This is an optimization exercise on Yosys and OpenROAD, whose aim is small area, a short achievable clock period and few clock cycles, not a production implementation.
In this exercise RTL edits were held to simulation tests only and were not proved equivalent to the original.

==> run a <==
## infix_expression_evaluator_unit
module infix_expression_evaluator_unit (
   input  logic                        clock,
   input  logic                        reset,
   input  logic                        req_tvalid,
   output logic                        req_tready,
   input  logic [7:0]                  req_tdata,
   input  logic                        req_tlast,
   output logic                        rsp_tvalid,
   input  logic                        rsp_tready,
   output logic signed [31:0]          rsp_tdata,
   output logic [1:0]                  rsp_tuser
);
==> flow/config.mk <==
export PLATFORM = sky130hd
export DESIGN_NAME = infix_expression_evaluator_unit
export DESIGN_NICKNAME = infix_expression_evaluator_unit
export VERILOG_FILES = /design/flow/design.v
export SDC_FILE = /design/flow/constraint.sdc
export NUM_CORES = 4
export LEC_CHECK = 0
export CAP_MARGIN = 20
export CORE_MARGIN = 2
export CORE_UTILIZATION = 40
export SETUP_SLACK_MARGIN = 5
export SLEW_MARGIN = 20
==> flow/constraint.sdc <==
create_clock -name core_clock -period 9.0 [get_ports {clock}]
set_input_delay 1.8000 -clock core_clock [delete_from_list [all_inputs] [get_ports {clock}]]
set_output_delay 1.8000 -clock core_clock [all_outputs]
set_load 0.01 [all_outputs]
run.sh (not shown) runs the stock make flow with config.mk's settings and CLKGATE_MAP_FILE= SYNTH_SCRIPT=/design/flow/synth_recipe.tcl, a recipe that flattens the netlist after the stock synthesis.
==> run b (differences from run a) <==
--- a/flow/design.v
+++ b/flow/design.v
@@ -189,13 +189,13 @@
    logic [31:0] x_next, rem_next;
    logic        qbit;
    logic        wq_q, wq_d;        
    logic [32:0] sum33;
    logic        next_bit;
    iee_divider u_div (
-      .x        (rem_q),
+      .x        (term_q),
       .diff     (sum33),
       .cnt      (cnt_q),
       .wq       (wq_q),
       .qbit     (qbit),
       .x_next   (x_next),
       .rem_next (rem_next),
@@ -248,20 +248,20 @@
    logic        fs, fsub;
    logic [1:0]  st_close;
    logic        out_free;
    assign apply     = apply_q;
    assign needs_div = !apply && (op_q == OP_DIV);
    assign dz        = apply && dz_q;
-   assign f         = apply ? {rem_q[31:1], wq_q} : acc_q;
+   assign f         = apply ? {term_q[31:1], wq_q} : acc_q;
    assign fs        = apply ? qn_q : ts_q;
    logic        dividing;
    logic [32:0] add_a, add_b;
    assign dividing  = div_q;
    assign sumv      = fresh_q ? 32'd0 : sum_q;
-   assign fsub      = dividing ? (term_q[31] == acc_q[31]) : (sign_q ^ fs);
-   assign add_a     = dividing ? {term_q, nb_q} : {1'b0, sumv};
+   assign fsub      = dividing ? (rem_q[31] == acc_q[31]) : (sign_q ^ fs);
+   assign add_a     = dividing ? {rem_q, nb_q} : {1'b0, sumv};
    assign add_b     = fsub ? ~{f[31], f} : {f[31], f};
    iee_add #(.W(33)) u_total_add (
       .a   (add_a),
       .b   (add_b),
       .cin (fsub),
       .s   (sum33)
@@ -304,15 +304,15 @@
       pl_d    = pl_q;
       cnt_d   = cnt_q;
       qn_d    = qn_q;
       dz_d    = dz_q;
       nb_d    = nb_q;
       if (state_q == S_DIV) begin
-         rem_d  = x_next;
+         term_d = x_next;
          wq_d   = qbit;
-         term_d = rem_next;
+         rem_d  = rem_next;
          nb_d   = next_bit;
          cnt_d  = cnt_q - 5'd1;
          if (cnt_q == 5'd0) state_d = S_APPLY;
       end else if (run && !(iv_q && a_close)) begin
          if (iv_q) begin
             if (ic_dig_q) acc_d = acc_digit;
@@ -324,16 +324,16 @@
          end
       end else begin
          pk_d = a_addsub ? PK_ADDSUB : (a_muldiv ? PK_MULDIV : PK_END);
          pa_d = a_attr;
          pl_d = a_last && !a_end;
          if (needs_div) begin
-            rem_d   = q_zero ? 32'd0 : dvd_mag;
+            term_d  = q_zero ? 32'd0 : dvd_mag;
             wq_d    = 1'b0;
             dz_d    = dvs_zero;
-            term_d  = 32'd0;
+            rem_d   = 32'd0;
             qn_d    = dvd_neg ^ acc_q[31];
             cnt_d   = dvd_msb;
             nb_d    = 1'b1;
             state_d = (dvd_zero || q_zero) ? S_APPLY : S_DIV;
          end else if (a_muldiv) begin
             st_d   = st_close;
Settings changed: ABC_AREA set to 1, GPL_ROUTABILITY_DRIVEN set to 0, SETUP_SLACK_MARGIN 5 to 4.5.
==> run c (differences from run a) <==
--- a/flow/design.v
+++ b/flow/design.v
@@ -189,13 +189,13 @@
    logic [31:0] x_next, rem_next;
    logic        qbit;
    logic        wq_q, wq_d;        
    logic [32:0] sum33;
    logic        next_bit;
    iee_divider u_div (
-      .x        (rem_q),
+      .x        (term_q),
       .diff     (sum33),
       .cnt      (cnt_q),
       .wq       (wq_q),
       .qbit     (qbit),
       .x_next   (x_next),
       .rem_next (rem_next),
@@ -248,20 +248,20 @@
    logic        fs, fsub;
    logic [1:0]  st_close;
    logic        out_free;
    assign apply     = apply_q;
    assign needs_div = !apply && (op_q == OP_DIV);
    assign dz        = apply && dz_q;
-   assign f         = apply ? {rem_q[31:1], wq_q} : acc_q;
+   assign f         = apply ? {term_q[31:1], wq_q} : acc_q;
    assign fs        = apply ? qn_q : ts_q;
    logic        dividing;
    logic [32:0] add_a, add_b;
    assign dividing  = div_q;
    assign sumv      = fresh_q ? 32'd0 : sum_q;
-   assign fsub      = dividing ? (term_q[31] == acc_q[31]) : (sign_q ^ fs);
-   assign add_a     = dividing ? {term_q, nb_q} : {1'b0, sumv};
+   assign fsub      = dividing ? (rem_q[31] == acc_q[31]) : (sign_q ^ fs);
+   assign add_a     = dividing ? {rem_q, nb_q} : {1'b0, sumv};
    assign add_b     = fsub ? ~{f[31], f} : {f[31], f};
    iee_add #(.W(33)) u_total_add (
       .a   (add_a),
       .b   (add_b),
       .cin (fsub),
       .s   (sum33)
@@ -304,15 +304,15 @@
       pl_d    = pl_q;
       cnt_d   = cnt_q;
       qn_d    = qn_q;
       dz_d    = dz_q;
       nb_d    = nb_q;
       if (state_q == S_DIV) begin
-         rem_d  = x_next;
+         term_d = x_next;
          wq_d   = qbit;
-         term_d = rem_next;
+         rem_d  = rem_next;
          nb_d   = next_bit;
          cnt_d  = cnt_q - 5'd1;
          if (cnt_q == 5'd0) state_d = S_APPLY;
       end else if (run && !(iv_q && a_close)) begin
          if (iv_q) begin
             if (ic_dig_q) acc_d = acc_digit;
@@ -324,16 +324,16 @@
          end
       end else begin
          pk_d = a_addsub ? PK_ADDSUB : (a_muldiv ? PK_MULDIV : PK_END);
          pa_d = a_attr;
          pl_d = a_last && !a_end;
          if (needs_div) begin
-            rem_d   = q_zero ? 32'd0 : dvd_mag;
+            term_d  = q_zero ? 32'd0 : dvd_mag;
             wq_d    = 1'b0;
             dz_d    = dvs_zero;
-            term_d  = 32'd0;
+            rem_d   = 32'd0;
             qn_d    = dvd_neg ^ acc_q[31];
             cnt_d   = dvd_msb;
             nb_d    = 1'b1;
             state_d = (dvd_zero || q_zero) ? S_APPLY : S_DIV;
          end else if (a_muldiv) begin
             st_d   = st_close;
Settings changed: ABC_AREA set to 1, GPL_TIMING_DRIVEN set to 0, SETUP_SLACK_MARGIN 5 to 4.5.
==> run d (differences from run a) <==
--- a/flow/design.v
+++ b/flow/design.v
@@ -21,28 +21,42 @@
    localparam logic [1:0] S_PEND  = 2'd1;   
    localparam logic [1:0] S_DIV   = 2'd2;   
    localparam logic [1:0] S_APPLY = 2'd3;   
 endpackage
 module iee_divider (
    input  logic [31:0] x,
-   input  logic [32:0] diff,
-   input  logic [4:0]  cnt,
-   input  logic        wq,
+   input  logic [31:0] rem,
+   input  logic [31:0] divisor,
+   input  logic [4:0]  pos,
+   input  logic        bit_in,
    output logic [31:0] x_next,
    output logic [31:0] rem_next,
-   output logic        next_bit,
-   output logic        qbit
+   output logic        next_bit
 );
-   logic [5:0] wpos;
-   assign qbit = ~diff[32];
-   assign wpos = {1'b0, cnt} + 6'd1;
+   logic        dneg;
+   logic [32:0] addend;
+   logic [32:0] diff;
+   logic        qbit;
+   logic [31:0] keep;
+   logic [4:0]  pos_m1;
+   assign dneg   = divisor[31];
+   assign addend = dneg ? {1'b1, divisor} : {1'b1, ~divisor};
+   iee_add #(.W(33)) u_add (
+      .a   ({rem, bit_in}),
+      .b   (addend),
+      .cin (~dneg),
+      .s   (diff)
+   );
+   assign qbit   = ~diff[32];
    always_comb begin
-      for (int i = 0; i < 32; i++) x_next[i] = (i[5:0] == wpos) ? wq : x[i];
+      for (int i = 0; i < 32; i++) keep[i] = (i[4:0] <= pos);
    end
-   assign next_bit = x[cnt - 5'd1];
-   assign rem_next = diff[31:0];
+   assign pos_m1   = pos - 5'd1;
+   assign next_bit = x[pos_m1];
+   assign rem_next = qbit ? diff[31:0] : {rem[30:0], bit_in};
+   assign x_next   = {x[30:0], qbit} & keep;
 endmodule
 module iee_add #(
    parameter int W = 32
 ) (
    input  logic [W-1:0] a,
    input  logic [W-1:0] b,
@@ -87,13 +101,12 @@
    output logic [1:0]                  rsp_tuser
 );
    logic        iv_q;
    logic        ic_dig_q, ic_as_q, ic_md_q, ic_nl_q, ic_inv_q, ia_q, il_q;
    logic [3:0]  id_q;
    logic        ip1_1_q, ip1_2_q, ip1_4_q, ip1_8_q, ip2_1_q, ip2_2_q, ineg_q;
-   logic        ih1_1_q, ih1_2_q, ih1_4_q, ih1_8_q, ih2_1_q, ih2_2_q, ihneg_q;
    logic [1:0]  state_q, state_d;
    logic [31:0] sum_q, sum_d;
    logic [31:0] term_q, term_d;
    logic        ts_q, ts_d;
    logic [31:0] acc_q, acc_d;
    logic [31:0] rem_q, rem_d;
@@ -103,33 +116,31 @@
    logic        fresh_q, fresh_d;
    logic        rv_q, rv_d;
    logic [1:0]  rst_q, rst_d;
    logic [1:0]  pk_q, pk_d;
    logic        pa_q, pa_d;
    logic        pl_q, pl_d;
+   logic [4:0]  pos_q, pos_d;
    logic [4:0]  cnt_q, cnt_d;
    logic        qn_q, qn_d;
    logic        dz_q, dz_d;        
-   logic        apply_q, div_q;    
    logic        nb_q, nb_d;
    logic [7:0] c;
    logic       run, take, extra;
    assign c          = req_tdata;
    assign run        = (state_q == S_RUN);
    assign take       = run && iv_q;
-   logic is_dig;
-   assign is_dig     = (c >= CH_ZERO) && (c <= CH_NINE);
    assign req_tready = !iv_q || run || extra;
    always_ff @(posedge clock) begin
       if (reset) begin
          iv_q <= 1'b0;
       end else if (req_tready) begin
          iv_q <= req_tvalid;
       end
       if (req_tready) begin
-         ic_dig_q <= is_dig;
+         ic_dig_q <= (c >= CH_ZERO) && (c <= CH_NINE);
          ic_as_q  <= (c == CH_PLUS) || (c == CH_MINUS);
          ic_md_q  <= (c == CH_STAR) || (c == CH_SLASH);
          ic_nl_q  <= (c == CH_NEWLINE);
          ic_inv_q <= !(((c >= CH_ZERO) && (c <= CH_NINE)) || (c == CH_SPACE) ||
                        (c == CH_PLUS) || (c == CH_MINUS) || (c == CH_STAR) ||
                        (c == CH_SLASH) || (c == CH_NEWLINE));
@@ -142,64 +153,45 @@
          ip1_8_q  <= (c[3:0] == 4'd6) || (c[3:0] == 4'd7) || (c[3:0] == 4'd8) ||
                      (c[3:0] == 4'd9);
          ip2_1_q  <= (c[3:0] == 4'd3) || (c[3:0] == 4'd5) || (c[3:0] == 4'd7) ||
                      (c[3:0] == 4'd9);
          ip2_2_q  <= (c[3:0] == 4'd6);
          ineg_q   <= (c[3:0] == 4'd3) || (c[3:0] == 4'd6) || (c[3:0] == 4'd7);
-         ih1_1_q  <= is_dig && (c[3:0] == 4'd1);
-         ih1_2_q  <= is_dig && (c[3:0] == 4'd2);
-         ih1_4_q  <= is_dig && ((c[3:0] == 4'd3) || (c[3:0] == 4'd4) || (c[3:0] == 4'd5));
-         ih1_8_q  <= is_dig && ((c[3:0] == 4'd6) || (c[3:0] == 4'd7) || (c[3:0] == 4'd8) ||
-                                (c[3:0] == 4'd9));
-         ih2_1_q  <= is_dig && ((c[3:0] == 4'd3) || (c[3:0] == 4'd5) || (c[3:0] == 4'd7) ||
-                                (c[3:0] == 4'd9));
-         ih2_2_q  <= is_dig && (c[3:0] == 4'd6);
-         ihneg_q  <= is_dig && ((c[3:0] == 4'd3) || (c[3:0] == 4'd6) || (c[3:0] == 4'd7));
       end
    end
    logic [31:0] m, p1, p2;
    logic        p2neg;
    logic [31:0] acc_digit;
    assign m = term_q;
-   logic [31:0] s1_1, s1_2, s1_4, s1_8, s2_1, s2_2, sneg;
-   assign s1_1 = {{16{ih1_1_q}}, {16{ip1_1_q}}};
-   assign s1_2 = {{16{ih1_2_q}}, {16{ip1_2_q}}};
-   assign s1_4 = {{16{ih1_4_q}}, {16{ip1_4_q}}};
-   assign s1_8 = {{16{ih1_8_q}}, {16{ip1_8_q}}};
-   assign s2_1 = {{16{ih2_1_q}}, {16{ip2_1_q}}};
-   assign s2_2 = {{16{ih2_2_q}}, {16{ip2_2_q}}};
-   assign sneg = {{16{ihneg_q}}, {16{ineg_q}}};
-   assign p1 = (s1_1 & m) | (s1_2 & (m << 1)) | (s1_4 & (m << 2)) | (s1_8 & (m << 3));
-   assign p2 = (s2_1 & m) | (s2_2 & (m << 1));
+   assign p1 = ({32{ip1_1_q}} & m) | ({32{ip1_2_q}} & (m << 1)) |
+               ({32{ip1_4_q}} & (m << 2)) | ({32{ip1_8_q}} & (m << 3));
+   assign p2 = ({32{ip2_1_q}} & m) | ({32{ip2_2_q}} & (m << 1));
    assign p2neg = ineg_q;
    logic [31:0] o1, o2, o3, o4, s1, c1, s2, c2;
    assign o1 = acc_q << 3;
    assign o2 = {acc_q[30:0], p2neg};
    assign o3 = p1;
-   assign o4 = p2 ^ sneg;
+   assign o4 = p2neg ? ~p2 : p2;
    assign s1 = o1 ^ o2 ^ o3;
    assign c1 = {(o1[30:0] & o2[30:0]) | (o1[30:0] & o3[30:0]) | (o2[30:0] & o3[30:0]), 1'b0};
    assign s2 = s1 ^ c1 ^ o4;
    assign c2 = {(s1[30:0] & c1[30:0]) | (s1[30:0] & o4[30:0]) | (c1[30:0] & o4[30:0]), 1'b0};
    iee_add #(.W(32)) u_acc_add (
       .a   (s2),
       .b   (c2),
       .cin (1'b0),
       .s   (acc_digit)
    );
    logic [31:0] x_next, rem_next;
-   logic        qbit;
-   logic        wq_q, wq_d;        
-   logic [32:0] sum33;
    logic        next_bit;
    iee_divider u_div (
-      .x        (rem_q),
-      .diff     (sum33),
-      .cnt      (cnt_q),
-      .wq       (wq_q),
-      .qbit     (qbit),
+      .x        (term_q),
+      .rem      (rem_q),
+      .divisor  (acc_q),
+      .pos      (pos_q),
+      .bit_in   (nb_q),
       .x_next   (x_next),
       .rem_next (rem_next),
       .next_bit (next_bit)
    );
    logic [31:0] dvd_mag;
    logic [4:0]  dvd_msb;
@@ -207,37 +199,15 @@
    assign dvd_mag  = rem_q[31] ? (~rem_q + 32'd1) : rem_q;
    assign dvd_zero = (rem_q == 32'd0);
    assign dvd_min  = (rem_q == 32'h8000_0000);
    assign dvd_neg  = dvd_min || (ts_q ^ rem_q[31]);
    logic dvs_zero;
    assign dvs_zero = (acc_q == 32'd0);
-   logic [7:0] dvd_nib, dvs_nib, dvs_nib_above;
-   logic       q_zero;
-   always_comb begin
-      for (int k = 0; k < 8; k++) begin
-         dvd_nib[k] = |dvd_mag[4*k +: 4];
-         dvs_nib[k] = acc_q[31] ? !(&acc_q[4*k +: 4]) : (|acc_q[4*k +: 4]);
-      end
-      dvs_nib_above[7] = 1'b0;
-      for (int k = 6; k >= 0; k--) dvs_nib_above[k] = dvs_nib_above[k+1] | dvs_nib[k+1];
-   end
-   assign q_zero = dvs_zero || ((dvd_nib & ~dvs_nib_above) == 8'd0);
-   logic [15:0] lz16;
-   logic [7:0]  lz8;
-   logic [3:0]  lz4;
-   logic [1:0]  lz2;
    always_comb begin
-      dvd_msb[4] = |dvd_mag[31:16];
-      lz16       = dvd_msb[4] ? dvd_mag[31:16] : dvd_mag[15:0];
-      dvd_msb[3] = |lz16[15:8];
-      lz8        = dvd_msb[3] ? lz16[15:8] : lz16[7:0];
-      dvd_msb[2] = |lz8[7:4];
-      lz4        = dvd_msb[2] ? lz8[7:4] : lz8[3:0];
-      dvd_msb[1] = |lz4[3:2];
-      lz2        = dvd_msb[1] ? lz4[3:2] : lz4[1:0];
-      dvd_msb[0] = lz2[1];
+      dvd_msb = 5'd0;
+      for (int i = 0; i < 32; i++) if (dvd_mag[i]) dvd_msb = i[4:0];
    end
    logic a_addsub, a_muldiv, a_end, a_attr, a_last, a_close;
    assign a_addsub = run ? ic_as_q : (pk_q == PK_ADDSUB);
    assign a_muldiv = run ? ic_md_q : (pk_q == PK_MULDIV);
    assign a_end    = run ? ic_nl_q : (pk_q == PK_END);
    assign a_attr   = run ? ia_q    : pa_q;
@@ -245,31 +215,25 @@
    assign a_close  = a_addsub || a_muldiv || a_end;
    logic        apply, needs_div, dz;
    logic [31:0] f, sumv, total;
    logic        fs, fsub;
    logic [1:0]  st_close;
    logic        out_free;
-   assign apply     = apply_q;
+   assign apply     = (state_q == S_APPLY);
    assign needs_div = !apply && (op_q == OP_DIV);
    assign dz        = apply && dz_q;
-   assign f         = apply ? {rem_q[31:1], wq_q} : acc_q;
+   assign f         = apply ? term_q : acc_q;
    assign fs        = apply ? qn_q : ts_q;
-   logic        dividing;
-   logic [32:0] add_a, add_b;
-   assign dividing  = div_q;
    assign sumv      = fresh_q ? 32'd0 : sum_q;
-   assign fsub      = dividing ? (term_q[31] == acc_q[31]) : (sign_q ^ fs);
-   assign add_a     = dividing ? {term_q, nb_q} : {1'b0, sumv};
-   assign add_b     = fsub ? ~{f[31], f} : {f[31], f};
-   iee_add #(.W(33)) u_total_add (
-      .a   (add_a),
-      .b   (add_b),
+   assign fsub      = sign_q ^ fs;
+   iee_add #(.W(32)) u_total_add (
+      .a   (sumv),
+      .b   (fsub ? ~f : f),
       .cin (fsub),
-      .s   (sum33)
+      .s   (total)
    );
-   assign total = sum33[31:0];
    assign st_close  = (dz && st_q == ST_OK) ? ST_DIVZERO : st_q;
    assign out_free  = !rv_q || rsp_tready;
    logic ic_plain;
    assign ic_plain = iv_q && !il_q && !(ic_as_q || ic_md_q || ic_nl_q);
    always_comb begin
       extra = 1'b0;
@@ -286,33 +250,32 @@
       end
    end
    always_comb begin
       state_d = state_q;
       sum_d   = sum_q;
       term_d  = term_q;
-      wq_d    = wq_q;
       ts_d    = ts_q;
       acc_d   = acc_q;
       rem_d   = rem_q;
       op_d    = op_q;
       sign_d  = sign_q;
       st_d    = st_q;
       fresh_d = fresh_q;
       rv_d    = rv_q && !rsp_tready;
       rst_d   = rst_q;
       pk_d    = pk_q;
       pa_d    = pa_q;
       pl_d    = pl_q;
+      pos_d   = pos_q;
       cnt_d   = cnt_q;
       qn_d    = qn_q;
       dz_d    = dz_q;
       nb_d    = nb_q;
       if (state_q == S_DIV) begin
-         rem_d  = x_next;
-         wq_d   = qbit;
-         term_d = rem_next;
+         term_d = x_next;
+         rem_d  = rem_next;
          nb_d   = next_bit;
          cnt_d  = cnt_q - 5'd1;
          if (cnt_q == 5'd0) state_d = S_APPLY;
       end else if (run && !(iv_q && a_close)) begin
          if (iv_q) begin
             if (ic_dig_q) acc_d = acc_digit;
@@ -324,20 +287,20 @@
          end
       end else begin
          pk_d = a_addsub ? PK_ADDSUB : (a_muldiv ? PK_MULDIV : PK_END);
          pa_d = a_attr;
          pl_d = a_last && !a_end;
          if (needs_div) begin
-            rem_d   = q_zero ? 32'd0 : dvd_mag;
-            wq_d    = 1'b0;
+            term_d  = dvs_zero ? 32'd0 : dvd_mag;
             dz_d    = dvs_zero;
-            term_d  = 32'd0;
+            rem_d   = 32'd0;
             qn_d    = dvd_neg ^ acc_q[31];
+            pos_d   = dvd_msb;
             cnt_d   = dvd_msb;
             nb_d    = 1'b1;
-            state_d = (dvd_zero || q_zero) ? S_APPLY : S_DIV;
+            state_d = (dvd_zero || dvs_zero) ? S_APPLY : S_DIV;
          end else if (a_muldiv) begin
             st_d   = st_close;
             term_d = a_attr ? 32'd1 : f;
             if (a_attr) rem_d = f;
             ts_d   = fs;
             acc_d  = 32'd0;
@@ -384,26 +347,22 @@
          end
       end
    end
    always_ff @(posedge clock) begin
       if (reset) begin
          state_q <= S_RUN;
-         apply_q <= 1'b0;
-         div_q   <= 1'b0;
          acc_q   <= 32'd0;
          term_q  <= 32'd1;
          ts_q    <= 1'b0;
          op_q    <= OP_LOAD;
          sign_q  <= 1'b0;
          st_q    <= ST_OK;
          fresh_q <= 1'b1;
          rv_q    <= 1'b0;
       end else begin
          state_q <= state_d;
-         apply_q <= (state_d == S_APPLY);
-         div_q   <= (state_d == S_DIV);
          acc_q   <= acc_d;
          term_q  <= term_d;
          ts_q    <= ts_d;
          op_q    <= op_d;
          sign_q  <= sign_d;
          st_q    <= st_d;
@@ -413,15 +372,15 @@
       sum_q  <= sum_d;
       rem_q  <= rem_d;
       rst_q  <= rst_d;
       pk_q   <= pk_d;
       pa_q   <= pa_d;
       pl_q   <= pl_d;
+      pos_q  <= pos_d;
       cnt_q  <= cnt_d;
       qn_q   <= qn_d;
-      wq_q   <= wq_d;
       dz_q   <= dz_d;
       nb_q   <= nb_d;
    end
    assign rsp_tvalid = rv_q;
    assign rsp_tdata  = sum_q;
    assign rsp_tuser  = rst_q;
Settings changed: CORE_UTILIZATION 40 to 60.
==> results.tsv <==
metric	value	unit
status	finished clean	
placed_area	0.0182	mm²
routed-wl-met3	4310	µm
power_frac_clock	24.3	%
ir_worst_vdd	157	µV
yosys-top-cells-area	edfxtp_1 (18%), nand2_1 (10%), dfxtp_1 (9.0%)	
die_x	210	µm
p_per_area	179	mW/mm²
routed_wl	58000	µm
synth_seq_cells	181	
max_freq	237	MHz
-- figures above: run b

==> results.tsv <==
metric	value	unit
via_count	16700	
routed-wl-met3	4480	µm
p_clk	774	µW
die_x	177	µm
die-area	0.0313	mm²
power_frac_clock	24.3	%
synth_top_area_share	16.9	%
max_freq	226	MHz
synth_seq_cells	176	
viasPerCell	6.64	
routed_wl	57200	µm
status	finished clean	
drt.antenna.violating_nets	0	
placed_area	0.0187	mm²
yosys-top-cells-area	edfxtp_1 (17%), dfxtp_1 (8.4%), xnor2_1 (8.0%)	
-- figures above: run d

==> results.tsv <==
metric	value	unit
wire_per_inst	23.6	µm
die_x	210	µm
routed_wl	71500	µm
placed_area	0.0183	mm²
max_freq	226	MHz
routed-wl-met3	6780	µm
nClkBuffers	18	
met2_length	30200	µm
yosys-top-cells-area	edfxtp_1 (18%), nand2_1 (10%), dfxtp_1 (9.0%)	
area_growth	13.6	%
p_per_area	183	mW/mm²
status	finished clean	
holdWs	0.461	ns
ir_worst_vdd	179	µV
-- figures above: run c

==> results.tsv <==
metric	value	unit
synth.most_common_cell	nor2_1	
cts-resized-gates	93	
status	finished clean	
max_freq	223	MHz
multiInputCombCellCount	1496	
ir_worst_vdd	123	µV
initial_utilization	40.4	%
tap_cells	539	
synth_seq_cells	181	
placed_area	0.0177	mm²
drtPass1Iterations	6	
p_per_area	105	mW/mm²
worstSetupEndpoint	acc_q[31]$_SDFFE_PP0P_	
crit_buf_inv	2	
syn_inst	1970	
synth_cell_types	86	
power_frac_clock	37.7	%
yosys-top-cells-area	edfxtp_1 (18%), dfxtp_1 (9.1%), fa_1 (7.1%)	
routed_wl	59100	µm
-- figures above: run a

Testbench counts of run a, summed over its fixed seeds: cycles 38,127.
Testbench counts of run b, summed over its fixed seeds: cycles 38,127.
Testbench counts of run c, summed over its fixed seeds: cycles 38,127.
Testbench counts of run d, summed over its fixed seeds: cycles 40,047.

afterwards: timing with drivers on the ports:
No port has a modelled driver above. Below, the same layouts with a new extraction and two added sets of constraints. Step 1 sets driving cells, clkbuf_16 on the clock port and buf_2 on the other inputs (assumed; they add their load-dependent delay and slew). Step 2, shift: input delay + t, output delay - t, t = (earliest + latest rising clock arrival at the registers) / 2. This alone moves slack from input paths to output paths. a / b / c = ideal / step 1 / step 2; a / b = the first two.
run | shift t [ns] | setup WS [ns] | worst slew at a driven data input, ns
run a | 0.520 | 4.512 / 4.512 / 4.512 | 0.03
run b | 0.522 | 4.780 / 4.728 / 4.358 | 0.04
run c | 0.571 | 4.574 / 4.574 / 4.574 | 0.03
run d | 0.523 | 4.579 / 4.579 / 4.579 | 0.03
After both steps every run listed still meets setup and hold. For run b, which loses most, drivers alone change the setup slack by -0.052 ns; drivers and shift together by -0.422 ns.
